This is an optimization exercise on Yosys and OpenROAD, whose aim is small area and a short achievable clock period, not a production implementation.
Function was checked by simulation only, so behaviour that the tests miss may differ from the original.
Power is estimated from default activity; no workload was simulated.

==> inputs of trial 87 <==
==> flow/design.v <==
`default_nettype none
package lsq_pkg;
	parameter int XLEN = 32;
	parameter int ROB_ID_BITS = 5;
	parameter int PTR_BITS = 5;
	localparam logic [1:0] BYTE = 2'h0;
	localparam logic [1:0] HALF = 2'h1;
	localparam logic [1:0] WORD = 2'h2;
	localparam int LQ_ROW_W  = 2 + 1 + PTR_BITS;
	localparam int LQ_TAIL_L = 0;
	localparam int LQ_SIGN_B = PTR_BITS;
	localparam int LQ_SIZE_L = PTR_BITS + 1;
	localparam int SQ_ROW_W  = 2 + XLEN + XLEN;
	localparam int SQ_DATA_L = 0;
	localparam int SQ_ADDR_L = XLEN;
	localparam int SQ_SIZE_L = 2*XLEN;
endpackage
`default_nettype wire
`timescale 1ns/100ps
`default_nettype none
module lsq_top (
	input  wire logic        clock,
	input  wire logic        reset,
	input  wire logic        dispatch_valid,
	input  wire logic        dispatch_is_store,
	input  wire logic [4:0]  dispatch_rob_id,
	input  wire logic [1:0]  dispatch_size,
	input  wire logic        dispatch_is_signed,
	input  wire logic        load_done_valid,
	input  wire logic [4:0]  load_done_rob_id,
	input  wire logic [31:0] load_done_addr,
	input  wire logic [31:0] load_done_mem_data,
	input  wire logic        store_done_valid,
	input  wire logic [4:0]  store_done_rob_id,
	input  wire logic [31:0] store_done_addr,
	input  wire logic [31:0] store_done_data,
	input  wire logic        retire_load,
	input  wire logic        retire_store,
	output logic             load_result_valid,
	output logic [4:0]       load_result_rob_id,
	output logic [31:0]      load_result_data,
	output logic             load_result_forwarded,
	output logic             store_commit_valid,
	output logic [31:0]      store_commit_addr,
	output logic [31:0]      store_commit_data,
	output logic [1:0]       store_commit_size,
	output logic [4:0]       lq_free,
	output logic [4:0]       sq_free
);
	localparam int LQ = 16;
	localparam int SQ = 8;
	logic [3:0]       sq_tail;               
	logic             sq_head_wrap;          
	logic [3:0]       sq_free_q;             
	logic [SQ-1:0]    sq_head_oh;            
	logic             sq_full, sq_empty, sq_alloc, sq_retire;
	logic [SQ-1:0][4:0]  sq_rob;
	logic [SQ-1:0][1:0]  sq_size;
	logic [SQ-1:0][31:0] sq_addr;
	logic [SQ-1:0][31:0] sq_data;
	logic [SQ-1:0]       sq_complete;
	logic [SQ-1:0]       sq_wr, sq_done_hit;
	assign sq_full   = (sq_free_q == 4'd0);
	assign sq_empty  = sq_free_q[3];
	assign sq_free   = {1'b0, sq_free_q};
	assign sq_alloc  = dispatch_valid && dispatch_is_store && !sq_full;
	assign sq_retire = retire_store && !sq_empty;
	always_ff @(posedge clock) begin
		if (reset) begin
			sq_head_wrap <= 1'b0;
			sq_tail    <= '0;
			sq_free_q  <= 4'd8;
			sq_head_oh <= 8'd1;
		end else begin
			if (sq_alloc)  sq_tail <= sq_tail + 4'd1;
			if (sq_retire) begin
				sq_head_wrap <= sq_head_wrap ^ sq_head_oh[SQ-1];
				sq_head_oh <= {sq_head_oh[SQ-2:0], sq_head_oh[SQ-1]};
			end
			if (sq_alloc && !sq_retire)
				sq_free_q <= sq_free_q - 4'd1;
			else if (sq_retire && !sq_alloc)
				sq_free_q <= sq_free_q + 4'd1;
		end
	end
	always_comb begin
		for (int j = 0; j < SQ; j++) begin
			sq_wr[j]       = sq_alloc && (sq_tail[2:0] == 3'(j));
			sq_done_hit[j] = store_done_valid && (sq_rob[j] == store_done_rob_id);
		end
	end
	always_ff @(posedge clock) begin
		for (int j = 0; j < SQ; j++) begin
			if (sq_wr[j]) begin
				sq_rob[j]  <= dispatch_rob_id;
				sq_size[j] <= dispatch_size;
			end
			if (sq_done_hit[j]) begin
				sq_addr[j] <= store_done_addr;
				sq_data[j] <= store_done_data;
			end
			if (sq_wr[j])
				sq_complete[j] <= 1'b0;
			else if (sq_done_hit[j])
				sq_complete[j] <= 1'b1;
		end
	end
	always_comb begin
		store_commit_valid = sq_retire;
		store_commit_addr  = '0;
		store_commit_data  = '0;
		store_commit_size  = '0;
		for (int j = 0; j < SQ; j++) begin
			store_commit_addr = store_commit_addr | ({32{sq_head_oh[j]}} & sq_addr[j]);
			store_commit_data = store_commit_data | ({32{sq_head_oh[j]}} & sq_data[j]);
			store_commit_size = store_commit_size | ({2{sq_head_oh[j]}} & sq_size[j]);
		end
	end
	logic [3:0]       lq_head, lq_tail;
	logic [4:0]       lq_free_q;             
	logic             lq_full, lq_empty, lq_alloc, lq_retire;
	logic [LQ-1:0][4:0] lq_rob;
	logic [LQ-1:0][1:0] lq_size;
	logic [LQ-1:0]      lq_sign;
	logic [LQ-1:0][3:0] lq_stail;              
	logic [LQ-1:0]      lq_valid;
	assign lq_full   = (lq_free_q == 5'd0);
	assign lq_empty  = lq_free_q[4];
	assign lq_free   = lq_free_q;
	assign lq_alloc  = dispatch_valid && !dispatch_is_store && !lq_full;
	assign lq_retire = retire_load && !lq_empty;
	always_ff @(posedge clock) begin
		if (reset) begin
			lq_head   <= '0;
			lq_tail   <= '0;
			lq_free_q <= 5'd16;
		end else begin
			if (lq_alloc)  lq_tail <= lq_tail + 4'd1;
			if (lq_retire) lq_head <= lq_head + 4'd1;
			if (lq_alloc && !lq_retire)
				lq_free_q <= lq_free_q - 5'd1;
			else if (lq_retire && !lq_alloc)
				lq_free_q <= lq_free_q + 5'd1;
		end
	end
	always_ff @(posedge clock) begin
		for (int i = 0; i < LQ; i++) begin
			if (lq_alloc && (lq_tail[3:0] == 4'(i))) begin
				lq_rob[i]   <= dispatch_rob_id;
				lq_size[i]  <= dispatch_size;
				lq_sign[i]  <= dispatch_is_signed;
				lq_stail[i] <= sq_tail;
			end
		end
	end
	always_ff @(posedge clock) begin
		if (reset) begin
			lq_valid <= '0;
		end else begin
			for (int i = 0; i < LQ; i++) begin
				if (lq_alloc && (lq_tail[3:0] == 4'(i)))
					lq_valid[i] <= 1'b1;
				else if (lq_retire && (lq_head[3:0] == 4'(i)))
					lq_valid[i] <= 1'b0;
			end
		end
	end
	logic [LQ-1:0] ld_hit_v;
	logic          ld_hit;
	logic [3:0]    ld_t;
	logic [1:0]    ld_size;
	logic          ld_sign;
	always_comb begin
		ld_t    = '0;
		ld_size = '0;
		ld_sign = 1'b0;
		for (int i = 0; i < LQ; i++) begin
			ld_hit_v[i] = lq_valid[i] && (lq_rob[i] == load_done_rob_id);
			ld_t    = ld_t    | ({4{ld_hit_v[i]}} & lq_stail[i]);
			ld_size = ld_size | ({2{ld_hit_v[i]}} & lq_size[i]);
			ld_sign = ld_sign | (ld_hit_v[i] & lq_sign[i]);
		end
		ld_hit = |ld_hit_v;
	end
	logic [SQ-1:0] below_h;
	logic [SQ-1:0] older;
	logic [SQ-1:0] cand;
	logic [SQ-1:0] sel;
	logic [SQ-1:0][SQ-1:0] younger_than;    
	always_comb begin
		for (int j = 0; j < SQ; j++) begin
			below_h[j] = |(sq_head_oh >> (j + 1));
		end
		for (int j = 0; j < SQ; j++) begin
			for (int k = 0; k < SQ; k++) begin
				if (k == j)
					younger_than[j][k] = 1'b0;
				else if (below_h[k] != below_h[j])
					younger_than[j][k] = below_h[k];
				else
					younger_than[j][k] = (k > j);
			end
		end
		for (int j = 0; j < SQ; j++) begin
			older[j] = sq_head_wrap ^ below_h[j] ^ ld_t[3] ^ (3'(j) < ld_t[2:0]);
			cand[j]  = older[j] && sq_complete[j]
				&& (sq_addr[j] == load_done_addr) && (sq_size[j] == ld_size);
		end
		for (int j = 0; j < SQ; j++) begin
			sel[j] = cand[j] && !(|(cand & younger_than[j]));
		end
	end
	logic [SQ-1:0] fillv;
	logic          mem_fill;
	always_comb begin
		for (int j = 0; j < SQ; j++)
			fillv[j] = ld_sign && ((ld_size == 2'd0) ? sq_data[j][7] : sq_data[j][15]);
		mem_fill = ld_sign && ((ld_size == 2'd0) ? load_done_mem_data[7] : load_done_mem_data[15]);
	end
	logic          res_valid;
	logic [4:0]    res_rob;
	logic [31:0]   res_mem;
	logic [SQ-1:0] res_sel;
	logic [SQ-1:0] res_fillv;
	logic          res_mem_fill;
	logic          res_fwd;
	logic          res_byte;
	logic          res_word;
	always_ff @(posedge clock) begin
		if (reset)
			res_valid <= 1'b0;
		else
			res_valid <= load_done_valid && ld_hit;
	end
	always_ff @(posedge clock) begin
		res_rob      <= load_done_rob_id;
		res_mem      <= load_done_mem_data;
		res_sel      <= sel;
		res_fillv    <= fillv;
		res_mem_fill <= mem_fill;
		res_fwd      <= |cand;
		res_byte     <= (ld_size == 2'd0);
		res_word     <= ld_size[1];
	end
	logic [31:0] raw;
	logic        fill;
	always_comb begin
		raw  = {32{!res_fwd}} & res_mem;
		fill = !res_fwd && res_mem_fill;
		for (int j = 0; j < SQ; j++) begin
			raw  = raw | ({32{res_sel[j]}} & sq_data[j]);
			fill = fill | (res_sel[j] && res_fillv[j]);
		end
		load_result_data[7:0]   = raw[7:0];
		load_result_data[15:8]  = res_byte ? {8{fill}} : raw[15:8];
		load_result_data[31:16] = res_word ? raw[31:16] : {16{fill}};
	end
	assign load_result_valid     = res_valid;
	assign load_result_rob_id    = res_rob;
	assign load_result_forwarded = res_fwd;
endmodule
`default_nettype wire
==> flow/flow/run.sh <==
#!/bin/bash
# The standard layout (the standard.sh, standard synthesis included), except that the
# port buffers are plain sky130_fd_sc_hd__buf_2 cells instead of the delay buffers that
# buffer_ports picks on its own. Every input and output port still gets its buffer.
set -euo pipefail
export BUFFER_PORTS_ARGS="-buffer_cell sky130_fd_sc_hd__buf_2"
bash standard.sh finish > standard_make.log 2>&1
==> flow/standard.sh <==
#!/bin/bash
# synth_recipe.tcl (not shown) runs the flow's synth.tcl, then flattens the netlist and writes it again
# the make line also repeats each setting of config.mk as NAME=value (left out here)
make -C /OpenROAD-flow-scripts/flow DESIGN_CONFIG=/design/flow/config.mk WORK_HOME=/design/flow/orfs CLKGATE_MAP_FILE= SYNTH_SCRIPT=/design/flow/synth_recipe.tcl "${@:-finish}"
==> flow/config.mk <==
export PLATFORM = sky130hd
export DESIGN_NAME = lsq_top
export DESIGN_NICKNAME = lsq_top
export VERILOG_FILES = /design/flow/design.v
export SDC_FILE = /design/flow/constraint.sdc
export NUM_CORES = 4
export LEC_CHECK = 0
export CAP_MARGIN = 20
export CORE_MARGIN = 2
export CORE_UTILIZATION = 40
export CTS_CLUSTER_DIAMETER = 70
export CTS_CLUSTER_SIZE = 25
export SETUP_SLACK_MARGIN = 3.2
export SLEW_MARGIN = 20
==> flow/constraint.sdc <==
create_clock -name core_clock -period 7.0 [get_ports {clock}]
set_input_delay 1.4000 -clock core_clock [delete_from_list [all_inputs] [get_ports {clock}]]
set_output_delay 1.4000 -clock core_clock [all_outputs]
set_load 0.01 [all_outputs]
==> build 2 (differences from trial 87) <==
--- a/flow/design.v
+++ b/flow/design.v
@@ -51,4 +51,3 @@
 	localparam int SQ = 8;
-	logic [3:0]       sq_tail;               
-	logic             sq_head_wrap;          
+	logic [3:0]       sq_head, sq_tail;      
 	logic [3:0]       sq_free_q;             
@@ -69,3 +68,3 @@
 		if (reset) begin
-			sq_head_wrap <= 1'b0;
+			sq_head    <= '0;
 			sq_tail    <= '0;
@@ -76,3 +75,3 @@
 			if (sq_retire) begin
-				sq_head_wrap <= sq_head_wrap ^ sq_head_oh[SQ-1];
+				sq_head    <= sq_head + 4'd1;
 				sq_head_oh <= {sq_head_oh[SQ-2:0], sq_head_oh[SQ-1]};
@@ -204,3 +203,3 @@
 		for (int j = 0; j < SQ; j++) begin
-			older[j] = sq_head_wrap ^ below_h[j] ^ ld_t[3] ^ (3'(j) < ld_t[2:0]);
+			older[j] = sq_head[3] ^ below_h[j] ^ ld_t[3] ^ (3'(j) < ld_t[2:0]);
 			cand[j]  = older[j] && sq_complete[j]
Settings changed: CTS_CLUSTER_DIAMETER 70 to 60, CTS_CLUSTER_SIZE 25 to 20.
==> build 79 (differences from trial 87) <==
Settings changed: CORE_UTILIZATION 40 to 50.
==> key figures <==
Cells and area
  • Non-Clock Buffer Area Fraction: 6.61%
  • Signal inverters: 49
  • Non-clk bufs: 382
  • Final nets: 3133

Clock network
  • Worst-Skew Late Latency: 0.70 ns
  • Clock transition at the registers of the reported paths: 0.07 ns

Route
  • Count of routing violations after the opening detailed-route iteration: 3387
  • Total number of vias: 26400

Setup path
  • Path type of the worst setup path: input port to flop
  • Critical path endpoint category: flop

Logic synthesis
  • Share of the synthesized netlist area taken by xor and xnor gates: 10.1%
  • FF+latch count, synth: 875
  • Sequential fraction of the synthesis area: 66.9%

Outcome
  • Status: finished clean

STA
  • Max Freq: 260 MHz
  • Min Clock Period, post-route: 3.85 ns
  • Worst-margin pin slew: 1.09 ns

Power and ir drop
  • Overall Power: 11.1 mW
[end of results for build 2]
==> key figures <==
Outcome
  • Status: finished clean

STA
  • Worst-margin pin slew: 1.06 ns
  • Max Freq: 259 MHz
  • Min Clock Period, post-route: 3.87 ns

Logic synthesis
  • FF+latch count, synth: 872
  • Share of the synthesized netlist area taken by xor and xnor gates: 9.94%

Route
  • Routed WL per cell: 31.8 µm
  • Count of routing violations after the opening detailed-route iteration: 3274
  • Total number of vias: 25600

Cells and area
  • Non-Clock Buffer Area Fraction: 6.05%
  • Signal inverters: 55
  • Final nets: 3063
  • Non-clk bufs: 358

Power and ir drop
  • Overall Power: 9.79 mW

Setup path
  • Worst reg2reg path depth: 11
  • Crit path launch type: input port
  • Path type of the worst setup path: input port to flop
  • Critical path endpoint category: flop

Clock network
  • Clock transition at the registers of the reported paths: 0.10 ns
[end of results for build 79]
==> key figures <==
Outcome
  • Status: finished clean

Cells and area
  • Non-Clock Buffer Area Fraction: 6.15%
  • Final nets: 3069

Setup path
  • Critical path endpoint category: output port

Clock network
  • Worst-Skew Late Latency: 0.68 ns

Logic synthesis
  • Share of the synthesized netlist area taken by xor and xnor gates: 9.94%
  • FF+latch count, synth: 872

Power and ir drop
  • Overall Power: 9.77 mW

STA
  • Worst-margin pin slew: 1.05 ns
  • Min Clock Period, post-route: 3.84 ns

Route
  • Total number of vias: 25800
[end of results for trial 87]

afterwards: timing with drivers on the ports:
No port has a modelled driver above. Below, the same layouts with a new extraction and two added sets of constraints. Step 1 assumes that a clkbuf_16 drives the clock port and a buf_2 every other input. Step 2 also shifts input and output timing later by t, the mid clock arrival at the registers, as if the neighbouring blocks saw the same clock. Slacks: ideal ports / drivers / drivers and shift; pairs: ideal ports / drivers.
run	t (ns)	slack for setup (ns)	worst setup path after step 2	latest minus earliest clock arrival (ns)	worst slew at a driven data input, ns
trial 87	0.718	3.158 / 3.030 / 2.312	input to register	0.059 / 0.058	0.23
build 2	0.744	3.149 / 3.088 / 2.344	input to register	0.052 / 0.052	0.22
build 79	0.693	3.133 / 3.033 / 2.340	input to register	0.044 / 0.044	0.24
After both steps setup and hold are still met in every run listed. The setup slack of trial 87, which loses most, moves by -0.128 ns with the drivers and by -0.846 ns with both steps.
